Background: an optimization exercise with open tools, aiming at small area. Do not read the settings as production practice.
Where RTL was checked, it was by simulation tests only, not by an equivalence proof against the original.
Power figures rest on the tool's default switching activity, not on a simulated workload.

Setup of 04-21:
==> module bpcq_scan, before the edit <==
module bpcq_scan (
   input  logic        clock,
   input  logic        reset,
   input  logic        scan_en,
   input  logic [7:0]  lvl,
   input  logic [31:0] now,
   input  logic [15:0] short_ticks,
   input  logic [15:0] long_ticks,
   input  logic [15:0] beep_ticks,
   input  logic [15:0] window,
   input  logic        full,
   output logic        push,
   output logic [8:0]  push_entry,
   output logic        beep_start,
   output logic        beep_stop,
   output logic        fire
);
   logic [7:0]  pmask;
   logic        plong;
   logic [31:0] last;
   logic [7:0] ge_s, ge_l, rose;
   for (genvar i = 0; i < 8; i++) begin : g_lane
      bpcq_lane u_lane (
         .clock       (clock),
         .reset       (reset),
         .scan_en     (scan_en),
         .lvl         (lvl[i]),
         .short_ticks (short_ticks),
         .long_ticks  (long_ticks),
         .ge_s        (ge_s[i]),
         .ge_l        (ge_l[i]),
         .rose        (rose[i])
      );
   end
   logic [7:0] mask, lng;
   assign mask = lvl & (ge_s | ge_l);
   assign lng  = lvl & ge_l;
   logic [15:0] beep_n, dec_n;
   logic [16:0] bc;
   logic        beep_le1;
   assign bc[0] = 1'b1;
   for (genvar k = 0; k < 16; k++) begin : g_beep
      assign dec_n[k] = beep_n[k] ^ bc[k];
      assign bc[k+1]  = bc[k] & beep_n[k];
   end
   assign beep_le1   = (beep_n[15:1] == 15'h7FFF);
   assign beep_stop  = beep_le1 && !beep_n[0];
   assign beep_start = beep_le1 && (rose != 8'd0);
   always_ff @(posedge clock) begin
      if (reset) begin
         beep_n <= 16'hFFFF;
      end else if (scan_en) begin
         if (beep_start)   beep_n <= ~beep_ticks;
         else if (!bc[16]) beep_n <= dec_n;
      end
   end
   logic [7:0]  mm;
   logic        lm, any_mask;
   logic [16:0] qc, wc;
   logic [15:0] quiet, eq_hi;
   logic        z0, z1, hi_nz;
   assign any_mask = (mask != 8'd0);
   assign mm       = pmask | mask;
   assign lm       = plong | (lng != 8'd0);
   assign qc[0]    = 1'b1;
   assign wc[0]    = 1'b1;
   for (genvar k = 0; k < 16; k++) begin : g_quiet
      assign quiet[k] = now[k] ^ ~last[k] ^ qc[k];
      assign qc[k+1]  = (now[k] & ~last[k]) | (now[k] & qc[k]) | (~last[k] & qc[k]);
      assign wc[k+1]  = (quiet[k] & ~window[k]) | (quiet[k] & wc[k]) | (~window[k] & wc[k]);
   end
   assign eq_hi = ~(now[31:16] ^ last[31:16]);
   assign z0    = (eq_hi == 16'hFFFF);
   assign z1    = !eq_hi[0] &&
                  ((eq_hi[15:1] ^ (now[30:16] | ~last[30:16])) == 15'd0);
   assign hi_nz = qc[16] ? !z0 : !z1;
   assign fire  = (mm != 8'd0) &&
                  (any_mask ? (window == 16'd0) : (hi_nz || wc[16]));
   assign push       = scan_en && fire && !full;
   assign push_entry = {mm, lm};
   always_ff @(posedge clock) begin
      if (reset) begin
         pmask <= 8'd0;
         plong <= 1'b0;
      end else if (scan_en) begin
         pmask <= fire ? 8'd0 : mm;
         plong <= !fire && lm;
      end
   end
   always_ff @(posedge clock) begin
      if (scan_en && any_mask) begin
         last <= now;
      end
   end
endmodule
==> module bpcq_lane, before the edit <==
module bpcq_lane (
   input  logic        clock,
   input  logic        reset,
   input  logic        scan_en,
   input  logic        lvl,
   input  logic [15:0] short_ticks,
   input  logic [15:0] long_ticks,
   output logic        ge_s,
   output logic        ge_l,
   output logic        rose
);
   logic [15:0] hold, sum;
   logic [16:0] t, cs, cl;
   logic        clr;
   assign t[0] = scan_en && !lvl;
   for (genvar k = 0; k < 16; k++) begin : g_inc
      assign sum[k] = hold[k] ^ t[k];
      assign t[k+1] = hold[k] & t[k];
   end
   assign cs[0] = 1'b1;
   assign cl[0] = 1'b1;
   for (genvar k = 0; k < 16; k++) begin : g_cmp
      assign cs[k+1] = (sum[k] & ~short_ticks[k]) | (sum[k] & cs[k]) | (~short_ticks[k] & cs[k]);
      assign cl[k+1] = (sum[k] & ~long_ticks[k]) | (sum[k] & cl[k]) | (~long_ticks[k] & cl[k]);
   end
   assign ge_s = cs[16];
   assign ge_l = cl[16];
   assign rose = !lvl && !t[16] && (sum == short_ticks);
   assign clr = reset || (scan_en && lvl);
   always_ff @(posedge clock) begin
      hold <= clr ? 16'd0 : (sum | {16{t[16]}});
   end
endmodule
clock: 12.0 ns
lec_check: 0
cap_margin: 0
core_margin: 2
core_utilization: 40
slew_margin: 0
standard.sh (not shown) runs the stock make flow with config.mk's settings and CLKGATE_MAP_FILE= SYNTH_SCRIPT=/design/flow/synth_recipe.tcl, a recipe that flattens the netlist after the stock synthesis.
==> flow/flow/run.sh <==
#!/bin/bash
# Layout flow: the standard ORFS flow with these changes.
#  1. Synthesis is the standard flow's own script, except that Yosys's abc step maps the
#     design with each of the area-oriented flow/abc_*.script files and keeps
#     the smallest result (flow/multi_abc.tcl). Registers are mapped before
#     abc, so they come out the same as in the standard synthesis.
#     Yosys's full-adder extraction is skipped (ADDER_MAP_FILE empty), so
#     abc maps the adders and compares along with the rest of the logic.
#  2. Ports are buffered with buf_1 instead of the default buffer cell.
#  3. Clock tree synthesis runs without dummy loads, with the buffer and
#     clustering options in flow/cts_args.txt.
# Each ORFS step writes its own log under orfs/logs; make's output goes to
# make.log and the DEF export's to write_def.log.
set -euo pipefail
W=$PWD

# Synthesis script: synth_recipe.tcl with ORFS's synth.tcl swapped for a copy
# whose abc call is replaced by my_multi_abc.
sed "s#source \$::env(SCRIPTS_DIR)/synth.tcl#source $W/my_synth.tcl#" synth_recipe.tcl > my_synth_recipe.tcl
grep -q "my_synth.tcl" my_synth_recipe.tcl
awk -v m="$W/flow/multi_abc.tcl" '
  /^  log_cmd abc \{\*\}\$abc_args$/ { print "  my_multi_abc $abc_args $lib_args"; n++; next }
  { print }
  /^source \$::env\(SCRIPTS_DIR\)\/synth_preamble.tcl/ { print "source " m }
  END { if (n != 1) exit 1 }' "$FLOW_HOME/scripts/synth.tcl" > my_synth.tcl
grep -q "multi_abc.tcl" my_synth.tcl
export FLOW_ABC_SCRIPTS="$(ls $W/flow/abc_*.script | tr '\n' ' ')"

# The standard flow's make command line (from standard.sh), with our synthesis script.
ARGS=$(sed -n 's/^make \(.*\) "\${@:-finish}"$/\1/p' standard.sh)
[ -n "$ARGS" ]
ARGS=$(echo "$ARGS" | sed "s#SYNTH_SCRIPT=[^ ]*#SYNTH_SCRIPT=$W/my_synth_recipe.tcl#")
CTS="-sink_clustering_enable -repair_clock_nets -dont_use_dummy_load"
CTS="$CTS $(cat flow/cts_args.txt)"

eval make $ARGS \
  "ADDER_MAP_FILE=" \
  "BUFFER_PORTS_ARGS='-buffer_cell sky130_fd_sc_hd__buf_1'" \
  "CTS_ARGS='$CTS'" \
  finish > make.log 2>&1

# Final DEF, as standard.sh writes it.
R=$(echo "$ARGS" | sed -n 's#.*WORK_HOME=\([^ ]*\).*#\1#p')/results/sky130hd/button_press_classifier_queue_unit/base
: # left out here: write the final layout as DEF
Other scripts of this flow, unchanged in this note and not shown: flow/flow/abc_b8.script, flow/flow/abc_c2.script, flow/flow/abc_c5.script, flow/flow/abc_c8.script, flow/flow/abc_d1.script, flow/flow/abc_d2.script, flow/flow/abc_d6.script, flow/flow/abc_d7.script, flow/flow/cts_args.txt, flow/flow/multi_abc.tcl
The following lists how 07-13 was set up differently from 04-21:
diff --git a/flow/design.v b/flow/design.v
--- a/flow/design.v
+++ b/flow/design.v
@@ -23,26 +23,31 @@
    output logic        beep_stop,
    output logic        fire
 );
    logic [7:0]  pmask;
    logic        plong;
    logic [31:0] last;
-   logic [7:0] ge_s, ge_l, rose;
+   logic [15:0] short_m1;
+   logic        short_nz;
+   assign short_m1 = short_ticks - 16'd1;
+   assign short_nz = (short_ticks != 16'd0);
+   logic [7:0] ge_s, ge_l, rose, gt_m1;
    for (genvar i = 0; i < 8; i++) begin : g_lane
       bpcq_lane u_lane (
          .clock       (clock),
          .reset       (reset),
          .scan_en     (scan_en),
          .lvl         (lvl[i]),
-         .short_ticks (short_ticks),
+         .short_m1    (short_m1),
          .long_ticks  (long_ticks),
-         .ge_s        (ge_s[i]),
+         .gt_m1       (gt_m1[i]),
          .ge_l        (ge_l[i]),
          .rose        (rose[i])
       );
    end
+   assign ge_s = gt_m1 | {8{!short_nz}};
    logic [7:0] mask, lng;
    assign mask = lvl & (ge_s | ge_l);
    assign lng  = lvl & ge_l;
    logic [15:0] beep_n, dec_n;
    logic [16:0] bc;
    logic        beep_le1;
@@ -50,13 +55,13 @@
    for (genvar k = 0; k < 16; k++) begin : g_beep
       assign dec_n[k] = beep_n[k] ^ bc[k];
       assign bc[k+1]  = bc[k] & beep_n[k];
    end
    assign beep_le1   = (beep_n[15:1] == 15'h7FFF);
    assign beep_stop  = beep_le1 && !beep_n[0];
-   assign beep_start = beep_le1 && (rose != 8'd0);
+   assign beep_start = beep_le1 && short_nz && (rose != 8'd0);
    always_ff @(posedge clock) begin
       if (reset) begin
          beep_n <= 16'hFFFF;
       end else if (scan_en) begin
          if (beep_start)   beep_n <= ~beep_ticks;
          else if (!bc[16]) beep_n <= dec_n;
@@ -103,35 +108,35 @@
 endmodule
 module bpcq_lane (
    input  logic        clock,
    input  logic        reset,
    input  logic        scan_en,
    input  logic        lvl,
-   input  logic [15:0] short_ticks,
+   input  logic [15:0] short_m1,
    input  logic [15:0] long_ticks,
-   output logic        ge_s,
+   output logic        gt_m1,
    output logic        ge_l,
    output logic        rose
 );
    logic [15:0] hold, sum;
    logic [16:0] t, cs, cl;
    logic        clr;
    assign t[0] = scan_en && !lvl;
    for (genvar k = 0; k < 16; k++) begin : g_inc
       assign sum[k] = hold[k] ^ t[k];
       assign t[k+1] = hold[k] & t[k];
    end
-   assign cs[0] = 1'b1;
+   assign cs[0] = 1'b0;
    assign cl[0] = 1'b1;
    for (genvar k = 0; k < 16; k++) begin : g_cmp
-      assign cs[k+1] = (sum[k] & ~short_ticks[k]) | (sum[k] & cs[k]) | (~short_ticks[k] & cs[k]);
-      assign cl[k+1] = (sum[k] & ~long_ticks[k]) | (sum[k] & cl[k]) | (~long_ticks[k] & cl[k]);
-   end
-   assign ge_s = cs[16];
+      assign cs[k+1] = (hold[k] & ~short_m1[k]) | (hold[k] & cs[k]) | (~short_m1[k] & cs[k]);
+      assign cl[k+1] = (hold[k] & ~long_ticks[k]) | (hold[k] & cl[k]) | (~long_ticks[k] & cl[k]);
+   end
+   assign gt_m1 = cs[16];
    assign ge_l = cl[16];
-   assign rose = !lvl && !t[16] && (sum == short_ticks);
+   assign rose = !lvl && (hold == short_m1);
    assign clr = reset || (scan_en && lvl);
    always_ff @(posedge clock) begin
       hold <= clr ? 16'd0 : (sum | {16{t[16]}});
    end
 endmodule
 `timescale 1ns / 1ps
Results
07-13 closes out successfully: all stages finished, all timing, DRC and antenna checks passed. | switching power of the nets | 07-13 vs 04-21 | worse |. | total cell area at the placement stage | 04-21 vs 07-13 | ≈ equal |. Summary — post-synth net total, 07-13 relative to 04-21: lower, by 10. Compared with 04-21, logic depth of the worst setup path including buffers in 07-13 increased by a few percent. Detailed-route wire length on metal 1: 04-21 vs 07-13, no meaningful difference. Cell count on 07-13 is up relative to 04-21. Total routed wirelength on 07-13 is behind 04-21. 04-21 -> 07-13: non-clock buffer count increased by more than 10%. Between 07-13 and 04-21, the first-pass GRT wire length is lower for 04-21.
Function not checked in 04-21: the RTL went through the layout flow alone.

-- static timing again, ports no longer ideal --
Ports are ideal in the flow. The routed layouts listed here were re-timed in OpenROAD.
Step 1 assumes that a clkbuf_16 drives the clock port and a buf_2 every other input.
Step 2 times the ports against the registers' clock, not the clock port: input delays grow and output delays shrink by t, the midpoint of the rising clock arrivals with the driver on.
a / b / c = ideal / step 1 / step 2; a / b = the first two.
run	shift t [ns]	setup WS [ns]	worst setup path after step 2
04-21	0.848	2.050 / 2.084 / 1.236	input to register
07-13	0.829	2.233 / 2.263 / 1.434	input to register
After both steps setup and hold are still met in every run listed. The setup slack of 04-21, which loses most, moves by +0.034 ns with the drivers and by -0.814 ns with both steps.
